What follows belongs to an exercise in optimizing a design on an open flow for a short achievable clock period and few clock cycles per item; a production flow would make more cautious choices. At most, simulation tests tie the RTL to the original design; equivalence was not proved. Function not checked in run 2: the RTL went through the layout flow alone. Power and IR drop assume default switching activity.

<file path="flow/standard.sh">
#!/bin/bash
# synth_recipe.tcl (not shown) runs the flow's synth.tcl, then flattens the netlist and writes it again
# the make line also repeats each setting of config.mk as NAME=value (left out here)
make -C /OpenROAD-flow-scripts/flow DESIGN_CONFIG=/design/flow/config.mk WORK_HOME=/design/flow/orfs CLKGATE_MAP_FILE= SYNTH_SCRIPT=/design/flow/synth_recipe.tcl "${@:-finish}"
</file>
<file path="flow/constraint.sdc">
create_clock -name core_clock -period 14.0 [get_ports {clk}]
set_input_delay 2.8000 -clock core_clock [delete_from_list [all_inputs] [get_ports {clk}]]
set_output_delay 2.8000 -clock core_clock [all_outputs]
set_load 0.01 [all_outputs]
</file>
<file path="flow/design.v">
package niuPkg;
    localparam int REG_BITS = $clog2(32);
    localparam int OP_BITS = 5;
    localparam int PAD_BITS = 32 - 2 * OP_BITS - 3 * REG_BITS;
    typedef enum logic [OP_BITS-1:0] {
        OP_ALUR = 5'b00000,    
        OP_ADDI = 5'b00001,
        OP_MLTI = 5'b00010,
        OP_ANDI = 5'b00101,
        OP_ORI  = 5'b00110,
        OP_XORI = 5'b00111,
        OP_SULI = 5'b01000,
        OP_SSLI = 5'b01001,
        OP_SURI = 5'b01010,
        OP_SSRI = 5'b01011,
        OP_LW   = 5'b10000,
        OP_SW   = 5'b10011,
        OP_BEQ  = 5'b11000,
        OP_BNE  = 5'b11001,
        OP_BLT  = 5'b11010,
        OP_BLE  = 5'b11011,
        OP_JAL  = 5'b11111
    } op1T;
    typedef enum logic [OP_BITS-1:0] {
        FN_SUB = 5'b00000,
        FN_ADD = 5'b00001,
        FN_MLT = 5'b00010,
        FN_NOT = 5'b00100,
        FN_AND = 5'b00101,
        FN_OR  = 5'b00110,
        FN_XOR = 5'b00111,
        FN_SUL = 5'b01000,
        FN_SSL = 5'b01001,
        FN_SUR = 5'b01010,
        FN_SSR = 5'b01011,
        FN_EQ  = 5'b10000,    
        FN_NEQ = 5'b10001,
        FN_LT  = 5'b10010,
        FN_LEQ = 5'b10011
    } aluFuncT;
    typedef struct packed {
        op1T                 op1;
        logic [REG_BITS-1:0] rx;
        logic [REG_BITS-1:0] ry;
        logic [REG_BITS-1:0] rz;
        logic [PAD_BITS-1:0] unused;
        aluFuncT             op2;
    } instrRegT;
    typedef struct packed {
        op1T                      op1;
        logic [REG_BITS-1:0]      rx;
        logic [REG_BITS-1:0]      ry;
        logic [17-1:0] imm;
    } instrImmT;
    typedef union packed {
        instrRegT r;
        instrImmT i;
    } instrT;
    typedef enum logic [2:0] {
        SRC_PC, SRC_REG, SRC_IMM, SRC_IMM4, SRC_ALU, SRC_MDR
    } busSrcT;
    typedef struct packed {
        logic                ldPc;
        logic                incPc;
        logic                ldIr;
        logic                regWrite;
        logic [REG_BITS-1:0] regSel;
        logic                ldA;
        logic                ldB;
        aluFuncT             aluFunc;
        logic                ldMar;
        logic                memWrite;
        busSrcT              busSrc;
    } ctrlT;
    typedef struct packed {
        logic [32-1:0] addr;
        logic [32-1:0] wdata;
        logic                      write;
    } dataReqT;
    typedef enum logic [4:0] {
        S_IDLE, S_FETCH, S_DECODE,
        S_ALU0, S_ALU1, S_ALU2, S_ALU3,
        S_MEM0, S_MEM1, S_MEM2, S_MEM3, S_LW4, S_LW5, S_SW4,
        S_BR0, S_BR1, S_BR2, S_BR3, S_BR4, S_BR5, S_BR6, S_BR7,
        S_JAL0, S_JAL1, S_HALT
    } stateT;
endpackage
`timescale 1ns/100ps
module niuMulTop (
    input  logic [31:0] a,
    input  logic [31:0] b,
    output logic [159:0] rows
);
    wire [31:0] pp0 = a & {32{b[0]}};
    wire [31:0] pp1 = {a[30:0] & {31{b[1]}}, 1'b0};
    wire [31:0] pp2 = {a[29:0] & {30{b[2]}}, 2'b0};
    wire [31:0] pp3 = {a[28:0] & {29{b[3]}}, 3'b0};
    wire [31:0] pp4 = {a[27:0] & {28{b[4]}}, 4'b0};
    wire [31:0] pp5 = {a[26:0] & {27{b[5]}}, 5'b0};
    wire [31:0] pp6 = {a[25:0] & {26{b[6]}}, 6'b0};
    wire [31:0] pp7 = {a[24:0] & {25{b[7]}}, 7'b0};
    wire [31:0] pp8 = {a[23:0] & {24{b[8]}}, 8'b0};
    wire [31:0] pp9 = {a[22:0] & {23{b[9]}}, 9'b0};
    wire [31:0] pp10 = {a[21:0] & {22{b[10]}}, 10'b0};
    wire [31:0] pp11 = {a[20:0] & {21{b[11]}}, 11'b0};
    wire [31:0] pp12 = {a[19:0] & {20{b[12]}}, 12'b0};
    wire [31:0] pp13 = {a[18:0] & {19{b[13]}}, 13'b0};
    wire [31:0] pp14 = {a[17:0] & {18{b[14]}}, 14'b0};
    wire [31:0] pp15 = {a[16:0] & {17{b[15]}}, 15'b0};
    wire [31:0] pp16 = {a[15:0] & {16{b[16]}}, 16'b0};
    wire [31:0] pp17 = {a[14:0] & {15{b[17]}}, 17'b0};
    wire [31:0] pp18 = {a[13:0] & {14{b[18]}}, 18'b0};
    wire [31:0] pp19 = {a[12:0] & {13{b[19]}}, 19'b0};
    wire [31:0] pp20 = {a[11:0] & {12{b[20]}}, 20'b0};
    wire [31:0] pp21 = {a[10:0] & {11{b[21]}}, 21'b0};
    wire [31:0] pp22 = {a[9:0] & {10{b[22]}}, 22'b0};
    wire [31:0] pp23 = {a[8:0] & {9{b[23]}}, 23'b0};
    wire [31:0] pp24 = {a[7:0] & {8{b[24]}}, 24'b0};
    wire [31:0] pp25 = {a[6:0] & {7{b[25]}}, 25'b0};
    wire [31:0] pp26 = {a[5:0] & {6{b[26]}}, 26'b0};
    wire [31:0] pp27 = {a[4:0] & {5{b[27]}}, 27'b0};
    wire [31:0] pp28 = {a[3:0] & {4{b[28]}}, 28'b0};
    wire [31:0] pp29 = {a[2:0] & {3{b[29]}}, 29'b0};
    wire [31:0] pp30 = {a[1:0] & {2{b[30]}}, 30'b0};
    wire [31:0] pp31 = {a[0:0] & {1{b[31]}}, 31'b0};
    wire [31:0] ts0_0 = pp0 ^ pp1 ^ pp2;
    wire [31:0] tc0_0 = {((pp0[30:0] & pp1[30:0]) | (pp0[30:0] & pp2[30:0]) | (pp1[30:0] & pp2[30:0])), 1'b0};
    wire [31:0] ts0_1 = pp3 ^ pp4 ^ pp5;
    wire [31:0] tc0_1 = {((pp3[30:0] & pp4[30:0]) | (pp3[30:0] & pp5[30:0]) | (pp4[30:0] & pp5[30:0])), 1'b0};
    wire [31:0] ts0_2 = pp6 ^ pp7 ^ pp8;
    wire [31:0] tc0_2 = {((pp6[30:0] & pp7[30:0]) | (pp6[30:0] & pp8[30:0]) | (pp7[30:0] & pp8[30:0])), 1'b0};
    wire [31:0] ts0_3 = pp9 ^ pp10 ^ pp11;
    wire [31:0] tc0_3 = {((pp9[30:0] & pp10[30:0]) | (pp9[30:0] & pp11[30:0]) | (pp10[30:0] & pp11[30:0])), 1'b0};
    wire [31:0] ts0_4 = pp12 ^ pp13 ^ pp14;
    wire [31:0] tc0_4 = {((pp12[30:0] & pp13[30:0]) | (pp12[30:0] & pp14[30:0]) | (pp13[30:0] & pp14[30:0])), 1'b0};
    wire [31:0] ts0_5 = pp15 ^ pp16 ^ pp17;
    wire [31:0] tc0_5 = {((pp15[30:0] & pp16[30:0]) | (pp15[30:0] & pp17[30:0]) | (pp16[30:0] & pp17[30:0])), 1'b0};
    wire [31:0] ts0_6 = pp18 ^ pp19 ^ pp20;
    wire [31:0] tc0_6 = {((pp18[30:0] & pp19[30:0]) | (pp18[30:0] & pp20[30:0]) | (pp19[30:0] & pp20[30:0])), 1'b0};
    wire [31:0] ts0_7 = pp21 ^ pp22 ^ pp23;
    wire [31:0] tc0_7 = {((pp21[30:0] & pp22[30:0]) | (pp21[30:0] & pp23[30:0]) | (pp22[30:0] & pp23[30:0])), 1'b0};
    wire [31:0] ts0_8 = pp24 ^ pp25 ^ pp26;
    wire [31:0] tc0_8 = {((pp24[30:0] & pp25[30:0]) | (pp24[30:0] & pp26[30:0]) | (pp25[30:0] & pp26[30:0])), 1'b0};
    wire [31:0] ts0_9 = pp27 ^ pp28 ^ pp29;
    wire [31:0] tc0_9 = {((pp27[30:0] & pp28[30:0]) | (pp27[30:0] & pp29[30:0]) | (pp28[30:0] & pp29[30:0])), 1'b0};
    wire [31:0] ts1_0 = ts0_0 ^ tc0_0 ^ ts0_1;
    wire [31:0] tc1_0 = {((ts0_0[30:0] & tc0_0[30:0]) | (ts0_0[30:0] & ts0_1[30:0]) | (tc0_0[30:0] & ts0_1[30:0])), 1'b0};
    wire [31:0] ts1_1 = tc0_1 ^ ts0_2 ^ tc0_2;
    wire [31:0] tc1_1 = {((tc0_1[30:0] & ts0_2[30:0]) | (tc0_1[30:0] & tc0_2[30:0]) | (ts0_2[30:0] & tc0_2[30:0])), 1'b0};
    wire [31:0] ts1_2 = ts0_3 ^ tc0_3 ^ ts0_4;
    wire [31:0] tc1_2 = {((ts0_3[30:0] & tc0_3[30:0]) | (ts0_3[30:0] & ts0_4[30:0]) | (tc0_3[30:0] & ts0_4[30:0])), 1'b0};
    wire [31:0] ts1_3 = tc0_4 ^ ts0_5 ^ tc0_5;
    wire [31:0] tc1_3 = {((tc0_4[30:0] & ts0_5[30:0]) | (tc0_4[30:0] & tc0_5[30:0]) | (ts0_5[30:0] & tc0_5[30:0])), 1'b0};
    wire [31:0] ts1_4 = ts0_6 ^ tc0_6 ^ ts0_7;
    wire [31:0] tc1_4 = {((ts0_6[30:0] & tc0_6[30:0]) | (ts0_6[30:0] & ts0_7[30:0]) | (tc0_6[30:0] & ts0_7[30:0])), 1'b0};
    wire [31:0] ts1_5 = tc0_7 ^ ts0_8 ^ tc0_8;
    wire [31:0] tc1_5 = {((tc0_7[30:0] & ts0_8[30:0]) | (tc0_7[30:0] & tc0_8[30:0]) | (ts0_8[30:0] & tc0_8[30:0])), 1'b0};
    wire [31:0] ts1_6 = ts0_9 ^ tc0_9 ^ pp30;
    wire [31:0] tc1_6 = {((ts0_9[30:0] & tc0_9[30:0]) | (ts0_9[30:0] & pp30[30:0]) | (tc0_9[30:0] & pp30[30:0])), 1'b0};
    wire [31:0] ts2_0 = ts1_0 ^ tc1_0 ^ ts1_1;
    wire [31:0] tc2_0 = {((ts1_0[30:0] & tc1_0[30:0]) | (ts1_0[30:0] & ts1_1[30:0]) | (tc1_0[30:0] & ts1_1[30:0])), 1'b0};
    wire [31:0] ts2_1 = tc1_1 ^ ts1_2 ^ tc1_2;
    wire [31:0] tc2_1 = {((tc1_1[30:0] & ts1_2[30:0]) | (tc1_1[30:0] & tc1_2[30:0]) | (ts1_2[30:0] & tc1_2[30:0])), 1'b0};
    wire [31:0] ts2_2 = ts1_3 ^ tc1_3 ^ ts1_4;
    wire [31:0] tc2_2 = {((ts1_3[30:0] & tc1_3[30:0]) | (ts1_3[30:0] & ts1_4[30:0]) | (tc1_3[30:0] & ts1_4[30:0])), 1'b0};
    wire [31:0] ts2_3 = tc1_4 ^ ts1_5 ^ tc1_5;
    wire [31:0] tc2_3 = {((tc1_4[30:0] & ts1_5[30:0]) | (tc1_4[30:0] & tc1_5[30:0]) | (ts1_5[30:0] & tc1_5[30:0])), 1'b0};
    wire [31:0] ts2_4 = ts1_6 ^ tc1_6 ^ pp31;
    wire [31:0] tc2_4 = {((ts1_6[30:0] & tc1_6[30:0]) | (ts1_6[30:0] & pp31[30:0]) | (tc1_6[30:0] & pp31[30:0])), 1'b0};
    wire [31:0] ts3_0 = ts2_0 ^ tc2_0 ^ ts2_1;
    wire [31:0] tc3_0 = {((ts2_0[30:0] & tc2_0[30:0]) | (ts2_0[30:0] & ts2_1[30:0]) | (tc2_0[30:0] & ts2_1[30:0])), 1'b0};
    wire [31:0] ts3_1 = tc2_1 ^ ts2_2 ^ tc2_2;
    wire [31:0] tc3_1 = {((tc2_1[30:0] & ts2_2[30:0]) | (tc2_1[30:0] & tc2_2[30:0]) | (ts2_2[30:0] & tc2_2[30:0])), 1'b0};
    wire [31:0] ts3_2 = ts2_3 ^ tc2_3 ^ ts2_4;
    wire [31:0] tc3_2 = {((ts2_3[30:0] & tc2_3[30:0]) | (ts2_3[30:0] & ts2_4[30:0]) | (tc2_3[30:0] & ts2_4[30:0])), 1'b0};
    wire [31:0] ts4_0 = ts3_0 ^ tc3_0 ^ ts3_1;
    wire [31:0] tc4_0 = {((ts3_0[30:0] & tc3_0[30:0]) | (ts3_0[30:0] & ts3_1[30:0]) | (tc3_0[30:0] & ts3_1[30:0])), 1'b0};
    wire [31:0] ts4_1 = tc3_1 ^ ts3_2 ^ tc3_2;
    wire [31:0] tc4_1 = {((tc3_1[30:0] & ts3_2[30:0]) | (tc3_1[30:0] & tc3_2[30:0]) | (ts3_2[30:0] & tc3_2[30:0])), 1'b0};
    assign rows = {tc2_4, tc4_1, ts4_1, tc4_0, ts4_0};
endmodule
module niuMulBot (
    input  logic [159:0] rows,
    output logic [31:0] prod
);
    wire [31:0] r0 = rows[31:0];
    wire [31:0] r1 = rows[63:32];
    wire [31:0] r2 = rows[95:64];
    wire [31:0] r3 = rows[127:96];
    wire [31:0] r4 = rows[159:128];
    wire [31:0] bs0_0 = r0 ^ r1 ^ r2;
    wire [31:0] bc0_0 = {((r0[30:0] & r1[30:0]) | (r0[30:0] & r2[30:0]) | (r1[30:0] & r2[30:0])), 1'b0};
    wire [31:0] bs1_0 = bs0_0 ^ bc0_0 ^ r3;
    wire [31:0] bc1_0 = {((bs0_0[30:0] & bc0_0[30:0]) | (bs0_0[30:0] & r3[30:0]) | (bc0_0[30:0] & r3[30:0])), 1'b0};
    wire [31:0] bs2_0 = bs1_0 ^ bc1_0 ^ r4;
    wire [31:0] bc2_0 = {((bs1_0[30:0] & bc1_0[30:0]) | (bs1_0[30:0] & r4[30:0]) | (bc1_0[30:0] & r4[30:0])), 1'b0};
    assign prod = bs2_0 + bc2_0;
endmodule
`timescale 1ns/100ps
module niuCpu (
    input  logic                      clk,
    input  logic                      reset,
    output logic [32-1:0] fetchAddr,
    output logic                      fetchStrobe,
    input  logic [32-1:0] fetchData,
    output logic [32-1:0] dataAddr,
    output logic [32-1:0] dataWdata,
    output logic                      dataWrite,
    input  logic [32-1:0] dataRdata,
    output logic                      halted
);
    localparam int W = 32;
    logic [W-1:0] nextT;        
    logic [W-1:0] nextN;        
    logic [3:0]   brEq, brLt;   
    logic [7:0]   gEq, gLt;     
    logic         fdLive;       
    logic         fdReplay;     
    logic         halting;
    logic         exValid;
    logic         exIsLw, exIsSw, exIsMul;
    logic         exWrE;        
    logic         exWrM;        
    logic [4:0]   exDest;
    logic [W-1:0] opA, opB, stData;
    logic [W-1:0] mulA, mulB;   
    logic [159:0] mulRows;      
    logic [W-1:0] exPc4;
    logic         exSub;
    logic         sAdd, sNot, sAnd, sOr, sXor, sSll, sSrl, sSra, sPc4;
    logic         sEq, sNe, sLt, sLe;
    logic         mStore, mLoad, mMul;
    logic [4:0]   mDest;
    logic [W-1:0] memAddr, memWdata;
    logic [W-1:0] regs [32];
    logic [W-1:0] sum, exResult, shl, shr, sra;
    logic         eq, lt, big, cmpRes;
    assign sum = opA + (opB ^ {W{exSub}}) + {{(W-1){1'b0}}, exSub};
    logic [3:0] l1Lt, l1Eq;
    logic [1:0] l2Lt, l2Eq;
    always_comb begin
        for (int i = 0; i < 4; i++) begin
            l1Lt[i] = gLt[2*i+1] | (gEq[2*i+1] & gLt[2*i]);
            l1Eq[i] = gEq[2*i+1] & gEq[2*i];
        end
        for (int i = 0; i < 2; i++) begin
            l2Lt[i] = l1Lt[2*i+1] | (l1Eq[2*i+1] & l1Lt[2*i]);
            l2Eq[i] = l1Eq[2*i+1] & l1Eq[2*i];
        end
    end
    assign lt = l2Lt[1] | (l2Eq[1] & l2Lt[0]);
    assign eq = l2Eq[1] & l2Eq[0];
    assign big = |opB[W-1:5];
    assign shl = big ? '0 : (opA << opB[4:0]);
    assign shr = big ? '0 : (opA >> opB[4:0]);
    assign sra = big ? {W{opA[W-1]}} : W'($signed(opA) >>> opB[4:0]);
    assign cmpRes = (sEq & eq) | (sNe & ~eq) | (sLt & lt) | (sLe & (lt | eq));
    assign exResult = ({W{sAdd}} & sum)
                    | ({W{sNot}} & ~opA)
                    | ({W{sAnd}} & (opA & opB))
                    | ({W{sOr}}  & (opA | opB))
                    | ({W{sXor}} & (opA ^ opB))
                    | ({W{sSll}} & shl)
                    | ({W{sSrl}} & shr)
                    | ({W{sSra}} & sra)
                    | ({W{sPc4}} & exPc4)
                    | {{(W-1){1'b0}}, cmpRes};
    logic exWen;
    assign exWen = exValid & exWrE;
    logic [159:0] mulRowsD;
    niuMulTop mulTop0 (.a(mulA), .b(mulB), .rows(mulRowsD));
    logic [W-1:0] mulOut, mResult;
    logic         mWen;
    niuMulBot mulBot0 (.rows(mulRows), .prod(mulOut));
    assign mResult = mLoad ? dataRdata : mulOut;
    assign mWen    = mLoad | mMul;    
    assign dataAddr  = memAddr;
    assign dataWdata = memWdata;
    assign dataWrite = mStore;
    logic [W-1:0] instr;
    logic [4:0]   op, rx, ry, rz, fnR, fn, dest;
    logic [W-1:0] immExt, pc4, brTarget;
    logic         isAluR, isAluI, isLw, isSw, isBr, isJal, isUndef, isMul;
    logic         usesA, usesB, wrE, wrM;
    logic [W-1:0] aRf, bRf, aFwd, bFwd;
    assign instr  = fetchData;
    assign op     = instr[31:27];
    assign rx     = instr[26:22];
    assign ry     = instr[21:17];
    assign rz     = instr[16:12];
    assign fnR    = instr[4:0];
    assign immExt = {{(W-17){instr[16]}}, instr[16:0]};
    always_comb begin
        isAluR = 1'b0;
        isAluI = 1'b0;
        isLw   = 1'b0;
        isSw   = 1'b0;
        isBr   = 1'b0;
        isJal  = 1'b0;
        case (op)
            5'd0: isAluR = 1'b1;
            5'd1, 5'd2, 5'd5, 5'd6, 5'd7, 5'd8, 5'd9, 5'd10, 5'd11: isAluI = 1'b1;
            5'd16: isLw = 1'b1;
            5'd19: isSw = 1'b1;
            5'd24, 5'd25, 5'd26, 5'd27: isBr = 1'b1;
            5'd31: isJal = 1'b1;
            default: ;
        endcase
    end
    assign isUndef = ~(isAluR | isAluI | isLw | isSw | isBr | isJal);
    assign fn      = isAluR ? fnR : op;
    assign isMul   = (isAluR | isAluI) & (fn == 5'd2);
    assign dest    = isAluR ? rz : ry;
    assign wrE     = ((isAluR | isAluI) & ~isMul) | isJal;
    assign wrM     = isLw | isMul;
    assign usesA   = ~isUndef;
    assign usesB   = isAluR | isSw | isBr;
    assign aRf = regs[rx];
    assign bRf = regs[ry];
    always_comb begin
        if (exWen && exDest == rx)     aFwd = exResult;
        else if (mLoad && mDest == rx) aFwd = dataRdata;
        else                           aFwd = aRf;
        if (exWen && exDest == ry)     bFwd = exResult;
        else if (mLoad && mDest == ry) bFwd = dataRdata;
        else                           bFwd = bRf;
    end
    logic         taken, jalSame;
    logic [W-1:0] pc;
    logic [1:0]   t1Lt, t1Eq;
    always_comb begin
        for (int i = 0; i < 2; i++) begin
            t1Lt[i] = brLt[2*i+1] | (brEq[2*i+1] & brLt[2*i]);
            t1Eq[i] = brEq[2*i+1] & brEq[2*i];
        end
    end
    assign taken   = t1Lt[1] | (t1Eq[1] & t1Lt[0]);
    assign pc      = taken ? nextT : nextN;
    assign jalSame = (rx == ry);
    assign pc4      = pc + W'(4);
    assign brTarget = pc + ({immExt[W-3:0], 2'b00} + W'(4));
    logic [7:0] gEqD, gLtD, brLt8;
    logic [3:0] brLtD, brEqD;
    always_comb begin
        for (int g = 0; g < 8; g++) begin
            gEqD[g] = (aFwd[4*g +: 4] == bFwd[4*g +: 4]);
            gLtD[g] = (aFwd[4*g +: 4] < bFwd[4*g +: 4]);
        end
        gLtD[7] = ($signed(aFwd[31:28]) < $signed(bFwd[31:28]));
        for (int g = 0; g < 8; g++) begin
            brLt8[g] = fdGo & isBr & (
                         ((op[1:0] == 2'd0) & (g == 0) & gEqD[g])
                       | ((op[1:0] == 2'd1) & ~gEqD[g])
                       | ((op[1:0] == 2'd2) & gLtD[g])
                       | ((op[1:0] == 2'd3) & (gLtD[g] | ((g == 0) & gEqD[g]))));
        end
        for (int i = 0; i < 4; i++) begin
            brLtD[i] = brLt8[2*i+1] | (gEqD[2*i+1] & brLt8[2*i]);
            brEqD[i] = gEqD[2*i+1] & gEqD[2*i];
        end
    end
    logic hz, fdAct, fdGo, stallNow, haltNow;
    assign hz = (exValid & exWrM & ((usesA & (rx == exDest)) | (usesB & (ry == exDest))))
              | (mMul & ((usesA & (rx == mDest)) | (usesB & (ry == mDest))));
    assign fdAct    = fdLive | fdReplay;
    assign fdGo     = fdAct & ~hz & ~isUndef;
    assign stallNow = fdAct & hz & ~isUndef;
    assign haltNow  = fdLive & isUndef;
    assign fetchAddr   = pc;
    assign fetchStrobe = fdLive;
    always_ff @(posedge clk or posedge reset) begin
        if (reset) begin
            nextN    <= 32'h0;
            nextT    <= 32'h0;   
            fdLive   <= 1'b0;
            fdReplay <= 1'b0;
            halting  <= 1'b0;
            halted   <= 1'b0;
            exValid  <= 1'b0;
            mStore   <= 1'b0;
            mLoad    <= 1'b0;
            mMul     <= 1'b0;
        end else begin
            halted  <= halting;
            mStore  <= exValid & exIsSw;
            mLoad   <= exValid & exIsLw;
            mMul    <= exValid & exIsMul;
            exValid <= fdGo;
            nextT   <= brTarget;
            if (fdGo) begin
                nextN    <= (isJal && !jalSame) ? aFwd : pc4;
                fdLive   <= 1'b1;
                fdReplay <= 1'b0;
            end else if (stallNow) begin
                nextN    <= pc;
                fdLive   <= 1'b0;
                fdReplay <= 1'b1;
            end else if (haltNow) begin
                nextN    <= pc;
                halting  <= 1'b1;
                fdLive   <= 1'b0;
                fdReplay <= 1'b0;
            end else begin
                nextN    <= pc;
                fdLive   <= ~halting;
                fdReplay <= 1'b0;
            end
        end
    end
    always_ff @(posedge clk) begin
        exIsLw    <= isLw;
        exIsSw    <= isSw;
        exIsMul   <= isMul;
        exWrE     <= wrE;
        exWrM     <= wrM;
        exDest    <= dest;
        opA       <= aFwd;
        opB       <= isAluR ? bFwd : immExt;
        stData    <= bFwd;
        exPc4     <= pc4;
        exSub     <= (isAluR | isAluI) & (fn == 5'd0);
        sAdd      <= ((isAluR | isAluI) & (fn == 5'd0 || fn == 5'd1)) | isLw | isSw;
        sNot      <= (isAluR | isAluI) & (fn == 5'd4);
        sAnd      <= (isAluR | isAluI) & (fn == 5'd5);
        sOr       <= (isAluR | isAluI) & (fn == 5'd6);
        sXor      <= (isAluR | isAluI) & (fn == 5'd7);
        sSll      <= (isAluR | isAluI) & (fn == 5'd8 || fn == 5'd9);
        sSrl      <= (isAluR | isAluI) & (fn == 5'd10);
        sSra      <= (isAluR | isAluI) & (fn == 5'd11);
        sEq       <= (isAluR | isAluI) & (fn == 5'd16);
        sNe       <= (isAluR | isAluI) & (fn == 5'd17);
        sLt       <= (isAluR | isAluI) & (fn == 5'd18);
        sLe       <= (isAluR | isAluI) & (fn == 5'd19);
        sPc4      <= isJal;
        mDest     <= exDest;
        memAddr   <= sum;
        memWdata  <= stData;
        mulRows   <= mulRowsD;
    end
    always_ff @(posedge clk) begin
        gEq  <= gEqD;
        gLt  <= gLtD;
        brEq <= brEqD;
        brLt <= brLtD;
        if (isMul) begin
            mulA <= aFwd;
            mulB <= isAluR ? bFwd : immExt;
        end
    end
    always_ff @(posedge clk or posedge reset) begin
        if (reset) begin
            for (int i = 0; i < 32; i++) begin
                regs[i] <= '0;
            end
        end else begin
            for (int i = 0; i < 32; i++) begin
                if (exWen && exDest == 5'(i)) begin
                    regs[i] <= exResult;
                end else if (mWen && mDest == 5'(i)) begin
                    regs[i] <= mResult;
                end
            end
        end
    end
endmodule
</file>
<file path="flow/flow/run.sh">
#!/bin/bash
# Standard ORFS layout, with synthesis and timing repair aimed well below
# the clock period (the constraints themselves are unchanged). The repair
# after global routing is skipped: its extra buffers overfill some routing
# cells.
set -euo pipefail
bash standard.sh SETUP_SLACK_MARGIN=10.0 ABC_CLOCK_PERIOD_IN_PS=3000 SKIP_INCREMENTAL_REPAIR=1 finish > standard_flow.log 2>&1
</file>
<file path="flow/config.mk">
export PLATFORM = sky130hd
export DESIGN_NAME = niuCpu
export DESIGN_NICKNAME = niuCpu
export VERILOG_FILES = /design/flow/design.v
export SDC_FILE = /design/flow/constraint.sdc
export NUM_CORES = 4
export LEC_CHECK = 0
export CAP_MARGIN = 20
export CORE_MARGIN = 2
export CORE_UTILIZATION = 25
export SLEW_MARGIN = 20
</file>
==> results of run 1 <==
## report_power, final
group          switching (W)  total [W]  leakage (nW)  internal [W]
Clock                0.00220    0.00510          3.00       0.00290
Combinational        0.00694     0.0109          33.4       0.00392
Sequential           0.00124    0.00639          13.5       0.00515
Total                 0.0104     0.0223          50.0        0.0120
## cell usage after synthesis (38+ instances only)
cell type	n	area share [%]
a22oi_1	827	6.2
edfxtp_1	64	1.9
a221oi_1	54	0.47
mux2i_1	138	1.4
mux4_2	64	1.4
xnor2_1	136	1.2
ha_1	280	3.5
buf_1	82	0.31
nor2b_1	38	0.24
a31oi_1	51	0.32
nor3_1	100	0.50
nand2b_1	95	0.59
a21oi_1	584	2.9
buf_2	63	0.31
clkbuf_1	929	3.5
nand2_1	1547	5.8
inv_1	499	1.9
nand4_1	128	0.79
a22o_1	41	0.36
nand3_1	158	0.78
o21ai_0	1195	5.9
o22ai_1	93	0.58
and3_1	117	0.73
dfrtp_1	1096	27
fa_1	416	8.3
nor4_1	68	0.42
a21o_1	56	0.42
nor2_1	828	3.1
dfxtp_1	330	6.5
mux2_2	61	0.68
o211ai_1	580	4.3
a211oi_1	75	0.56
xor2_1	86	0.75
and2_1	418	2.6
## layout make-up
| cell class | instances | share of cell area [%] |
|---|---|---|
| antenna | 65 | 0.124 |
| clock buffer | 240 | 3.87 |
| clock inverter | 84 | 0.824 |
| inverter | 502 | 1.50 |
| multi-input combinational | 8677 | 49.6 |
| sequential | 1490 | 27.5 |
| tap | 5287 | 5.05 |
| timing repair buffer | 1336 | 11.5 |
| timing repair inverter | 2 | 0.0124 |
## sequential cells by signal, summed over array words and instances, names as in the netlist, 32 cells and up
register	count
nextN	32
memAddr	32
nextT	32
mulRows	86
exPc4	32
memWdata	32
opA	32
opB	32
mulB	32
regs	1024
mulA	32
stData	32
## path summary, 6_finish.rpt
kind | depth (start not counted) | end | slack (ps)
setup / recovery | 21 | brLt[3] | 8150
hold / removal | 0 | memWdata[4] | 290
setup reg to reg | 20 | brLt[1] | 8550
hold reg to reg | 0 | memWdata[4] | 290
max in group asynchronous | 6 | nextT[10] | 10060
min in group asynchronous | 2 | regs[14][1] | 2590
## cells by family (layout without fill, tap and decap cells)
logic type | after synthesis | in the layout | share of synthesized area (%)
compound gates | 3860 | 3862 | 24.6
buf+inv | 1590 | 2164 | 6.10
other cells | 0 | 65 | 0
flops | 1490 | 1490 | 35.6
xor+xnor | 222 | 222 | 1.93
mux | 265 | 265 | 3.52
fa+ha+maj | 696 | 696 | 11.7
simple gates | 3627 | 3632 | 16.4
## metrics by stage
| step | total power (W) | instance area [um2] |
|---|---|---|
| 2_1_floorplan | 0.00984 | 101000 |
| 3_3_place_gp | 0.0136 | 109000 |
| 3_5_place_dp | 0.0135 | 109000 |
| 4_1_cts | 0.0215 | 131000 |
| 5_1_grt | 0.0226 | 131000 |
| 6_report | 0.0223 | 131000 |
## layer usage
layer	global-route usage, %	up-vias	routed length, um
met4	26.8	52	74900
met1	36.1	54900	231000
met2	42.8	10500	256000
li1	-	42800	-
met5	3.80	-	2170
met3	16.2	3617	103000
## critical path, cell delays in order
cell,delay [ps]
buf_12,100
buf_16,150
buf_12,160
and3b_4,250
and2_4,180
buf_4,180
buf_16,210
a22oi_1,180
nand4_1,210
nor4b_4,700
o31ai_1,160
nor2_1,220
nor2_2,70
ha_1,310
nor2b_1,140
o21ai_1,120
nand2b_1,100
a21oi_2,170
a21oi_1,80
o22ai_1,110
nor2b_1,150
==> impl_metrics.ini, run 1 <==
[logic_synthesis]
synth_nets = 12500
synth-async-reset-ratio_pct = 73.6
ys_seq_area_share_pct = 35.6
postSynthAreaPerCell_um2 = 8.59
synth_cell_types = 95
synthFlopType = dfrtp_1
ys_ff_latch = 1490
synth_edf_count = 64
syn_area_mm2 = 0.101
synth_cells = 11800
yosysWarnings = 2

[placement]
port-buffer-count = 164
gp_congestion = 1.05
pre_cts_ws_ps = 5210
dp_hpwl_um = 416000
numPlacedInstances = 16500

[route]
viasPerCell = 6.33
firstDrtPassIters = 15
avgRoutedWirePerCell_um = 37.7
via_count = 112000
drt_wl_total_um = 667000
ant_nets = 0
drc = 0
drtIter0Drc = 21100

[grt]
overflow = 0
grt_antenna_before_repair = 81
grt_pass1_wl_um = 899000
grt_pass1_vias = 103000
grt_use_total_pct = 31.6
grt_max_degree = 81

[die]
fp-row-count = 233
die_w_um = 639
dieArea_mm2 = 0.409
die_h_um = 639
core_region_area_mm2 = 0.402
start_util_pct = 25.1
ioPinCount = 165

[timing]
fmax_ghz = 0.171
hold_ws_ps = 288
fin_skew_ps = 114
hold_violations = 0
fin_tns_setup_ps = 0
slew_violations = 0
setup_viol = 0
tightest_slew_ps = 1170
relSlewSlack_pct = 21.9
period_share_pct = 41.8
min_period_ps = 5850
layout_setup_ws_ps = 8150

[flow_run]
cap_violations = 0

[worst_hold_path]
hp-start = stData[4]
hp-class = flop to flop

[cells_and_area]
final_nets = 13000
nFillCells = 40900
areaGrowthSynthToFinish_pct = 29.9
seq_area_mm2 = 0.0360
utilization_pct = 32.6
drive_gt1_share_pct = 21.6
final_common_cell = nand2_1
final_cell_mix = nand2_1 (1494), o21ai_0 (1141), dfrtp_1 (1095), a22oi_1 (748), buf_4 (703)
fin_cells = 17700
multi_input_area_mm2 = 0.0651

[critical_path]
critPathMaxFanout = 11
critPathLaunch = fetchData[26]
endpoint_kind = flop
cp-start-kind = input port
cp.required_ps = 14910
cp_data_arrival_time_ps = 6770
critical_path_class = input port to flop
rr_startpoint = opB[0]

[clock_network]
htreeDepth = 4
cts_root_buf = clkbuf_16
cts_buffers = 181
clkTransAtPathRegs_ps = 60
cts_buffer_depth = 4
cts_hold_buf = 0
cts_tree = built
clkLatencyLatePin_ps = 990
cts_setup_buffers = 715
ctsResizeCount = 2241
clock_sinks = 1490

[status]
status = timing/DRC/antenna clean

[power]
p_per_area_mw_per_mm2 = 170
irDropWorstVdd_uv = 457
p_leak_nw = 50.0
Testbench counts, summed over its fixed seeds: cycles 12,627, instructions 12,464.
==> run 2: changes to the inputs <==
--- a/flow/design.v
+++ b/flow/design.v
@@ -214,3 +214,3 @@
     logic [W-1:0] nextN;        
-    logic [3:0]   brEq, brLt;   
+    logic         bEq, bNe, bLt, bLe;   
     logic [7:0]   gEq, gLt;     
@@ -238,16 +238,6 @@
     assign sum = opA + (opB ^ {W{exSub}}) + {{(W-1){1'b0}}, exSub};
-    logic [3:0] l1Lt, l1Eq;
-    logic [1:0] l2Lt, l2Eq;
-    always_comb begin
-        for (int i = 0; i < 4; i++) begin
-            l1Lt[i] = gLt[2*i+1] | (gEq[2*i+1] & gLt[2*i]);
-            l1Eq[i] = gEq[2*i+1] & gEq[2*i];
-        end
-        for (int i = 0; i < 2; i++) begin
-            l2Lt[i] = l1Lt[2*i+1] | (l1Eq[2*i+1] & l1Lt[2*i]);
-            l2Eq[i] = l1Eq[2*i+1] & l1Eq[2*i];
-        end
-    end
-    assign lt = l2Lt[1] | (l2Eq[1] & l2Lt[0]);
-    assign eq = l2Eq[1] & l2Eq[0];
+    assign eq  = &gEq;
+    assign lt  = gLt[7] | (gEq[7] & (gLt[6] | (gEq[6] & (gLt[5] | (gEq[5] & (gLt[4]
+               | (gEq[4] & (gLt[3] | (gEq[3] & (gLt[2] | (gEq[2] & (gLt[1]
+               | (gEq[1] & gLt[0])))))))))))));
     assign big = |opB[W-1:5];
@@ -329,10 +319,3 @@
     logic [W-1:0] pc;
-    logic [1:0]   t1Lt, t1Eq;
-    always_comb begin
-        for (int i = 0; i < 2; i++) begin
-            t1Lt[i] = brLt[2*i+1] | (brEq[2*i+1] & brLt[2*i]);
-            t1Eq[i] = brEq[2*i+1] & brEq[2*i];
-        end
-    end
-    assign taken   = t1Lt[1] | (t1Eq[1] & t1Lt[0]);
+    assign taken   = (bEq & eq) | (bNe & ~eq) | (bLt & lt) | (bLe & (lt | eq));
     assign pc      = taken ? nextT : nextN;
@@ -341,22 +324,2 @@
     assign brTarget = pc + ({immExt[W-3:0], 2'b00} + W'(4));
-    logic [7:0] gEqD, gLtD, brLt8;
-    logic [3:0] brLtD, brEqD;
-    always_comb begin
-        for (int g = 0; g < 8; g++) begin
-            gEqD[g] = (aFwd[4*g +: 4] == bFwd[4*g +: 4]);
-            gLtD[g] = (aFwd[4*g +: 4] < bFwd[4*g +: 4]);
-        end
-        gLtD[7] = ($signed(aFwd[31:28]) < $signed(bFwd[31:28]));
-        for (int g = 0; g < 8; g++) begin
-            brLt8[g] = fdGo & isBr & (
-                         ((op[1:0] == 2'd0) & (g == 0) & gEqD[g])
-                       | ((op[1:0] == 2'd1) & ~gEqD[g])
-                       | ((op[1:0] == 2'd2) & gLtD[g])
-                       | ((op[1:0] == 2'd3) & (gLtD[g] | ((g == 0) & gEqD[g]))));
-        end
-        for (int i = 0; i < 4; i++) begin
-            brLtD[i] = brLt8[2*i+1] | (gEqD[2*i+1] & brLt8[2*i]);
-            brEqD[i] = gEqD[2*i+1] & gEqD[2*i];
-        end
-    end
     logic hz, fdAct, fdGo, stallNow, haltNow;
@@ -373,3 +336,6 @@
             nextN    <= 32'h0;
-            nextT    <= 32'h0;   
+            bEq      <= 1'b0;
+            bNe      <= 1'b0;
+            bLt      <= 1'b0;
+            bLe      <= 1'b0;
             fdLive   <= 1'b0;
@@ -388,2 +354,6 @@
             exValid <= fdGo;
+            bEq     <= fdGo & isBr & (op[1:0] == 2'd0);
+            bNe     <= fdGo & isBr & (op[1:0] == 2'd1);
+            bLt     <= fdGo & isBr & (op[1:0] == 2'd2);
+            bLe     <= fdGo & isBr & (op[1:0] == 2'd3);
             nextT   <= brTarget;
@@ -440,6 +410,7 @@
     always_ff @(posedge clk) begin
-        gEq  <= gEqD;
-        gLt  <= gLtD;
-        brEq <= brEqD;
-        brLt <= brLtD;
+        for (int g = 0; g < 8; g++) begin
+            gEq[g] <= (aFwd[4*g +: 4] == bFwd[4*g +: 4]);
+            gLt[g] <= (aFwd[4*g +: 4] < bFwd[4*g +: 4]);
+        end
+        gLt[7] <= ($signed(aFwd[31:28]) < $signed(bFwd[31:28]));
         if (isMul) begin
==> flow/flow/run.sh (replaced) <==
#!/bin/bash
# Standard ORFS layout, with synthesis and timing repair aimed well below
# the clock period (the constraints themselves are unchanged).
set -euo pipefail
bash standard.sh SETUP_SLACK_MARGIN=10.0 ABC_CLOCK_PERIOD_IN_PS=3000 finish > standard_flow.log 2>&1
==> run 2 against run 1 <==
Net effect:
- the flow now stops in global routing
- synthesized cell count decreased by 2.5%
- area after synthesis decreased by 2.5%
==> impl_metrics.ini, run 2 <==
[die]
ioPinCount = 165
die_w_um = 631
start_util_pct = 25.1
die_h_um = 631
fp-row-count = 230

[clock_network]
cts_buffer_depth = 4
cts_root_buf = clkbuf_16
clock_sinks = 1487
cts_buffers = 175
htreeDepth = 4

[placement]
numPlacedInstances = 16200
placed_cell_area_mm2 = 0.107
pre_cts_ws_ps = 5930
dp_hpwl_um = 370000
port-buffer-count = 164
gp_congestion = 1.08

[logic_synthesis]
synth_cells = 11500
synthFlopType = dfrtp_1
yosysTopAreaCell = dfrtp_1
synth-async-reset-ratio_pct = 71.8
synth_nets = 12200
syn_area_mm2 = 0.0983
ys_top_cells_by_area = dfrtp_1 (27%), fa_1 (8.5%), dfxtp_1 (6.6%), o21ai_0 (6.3%), nand2_1 (5.1%)
synth_common_cells = nand2_1 (1342), o21ai_0 (1239), dfrtp_1 (1068), nor2_1 (1003), clkbuf_1 (963)
yosysWarnings = 2
synth_edf_count = 96
postSynthAreaPerCell_um2 = 8.58
ys_ff_latch = 1487
synth_cell_types = 103
yosysTopAreaCellShare_pct = 27.2
ys_seq_area_share_pct = 36.7
yosysMostFrequentCell = nand2_1

[grt]
grt_max_degree = 81
grt_use_total_pct = 32.4
overflow = 2

[status]
error = [ERROR GRT-0232] Routing congestion too high. Check the congestion heatmap in the GUI.
failed_stage = global routing
status = stopped before the end
## run 2: stage by stage
stage | hold WS [ps] | setup TNS, ps
2_1_floorplan | 310 | -4458860
3_3_place_gp | 316 | 0
3_5_place_dp | 318 | 0
4_1_cts | 320 | 0
## run 2: kinds of logic after synthesis
kind of cell,synth area share [%]
AOI/OAI and AO/OA,26.4
xor gates and xnor gates,2.18
adders and majority gates,12.0
buffers and inverters,6.01
DFF,36.7
muxes,1.76
and+or+nand+nor,15.0
## run 2: power groups by stage
stage               sequential (W)  combinational, W  clock [W]
CTS                        0.00630            0.0128    0.00478
detailed placement         0.00628           0.00707          0
global placement           0.00630           0.00706          0
floorplan                  0.00577           0.00419          0
## run 2: timing repair
item | 4_1_cts
hold buffers | 0
pin swaps | 668
endpoints found under the hold margin | 0
setup endpoints to repair | 1895
setup buffers | 793
gates cloned | 80
resized for setup | 2774
## run 2: worst min-delay path by stage
stage / to / depth (start not counted) / slack, ps
after floorplan: memWdata[0] / 0 / 310
after global placement: memWdata[18] / 0 / 320
after detailed placement: memWdata[4] / 0 / 320
after CTS: memWdata[5] / 0 / 320
## run 2: metal layers
layer	GRT usage [%]	overflow
met1	34.8	2
met2	41.6	0
met3	22.0	0
met4	27.4	0
met5	12.4	0

re-timing with driven ports:
In the flow no input, the clock included, has a driving cell. The finished layout below was timed again as built, in two steps. Step 1 assumes that a clkbuf_16 drives the clock port and a buf_2 every other input. Step 2 also shifts input and output timing later by t, the mid clock arrival at the registers, as if the neighbouring blocks saw the same clock. Three values: ideal, step 1, step 2; two values: the first two.
run: run 1
t (ns): 1.029
setup slack, ns: 8.146 / 8.165 / 7.158
clock arrival spread, ns: 0.114 / 0.114
worst register clock-pin slew, ns: 0.08 / 0.08
worst data-port slew with drivers (ns): 0.30
After both steps setup and hold are still met in run 1. The setup slack of run 1 moves by +0.019 ns with the drivers and by -0.988 ns with both steps.
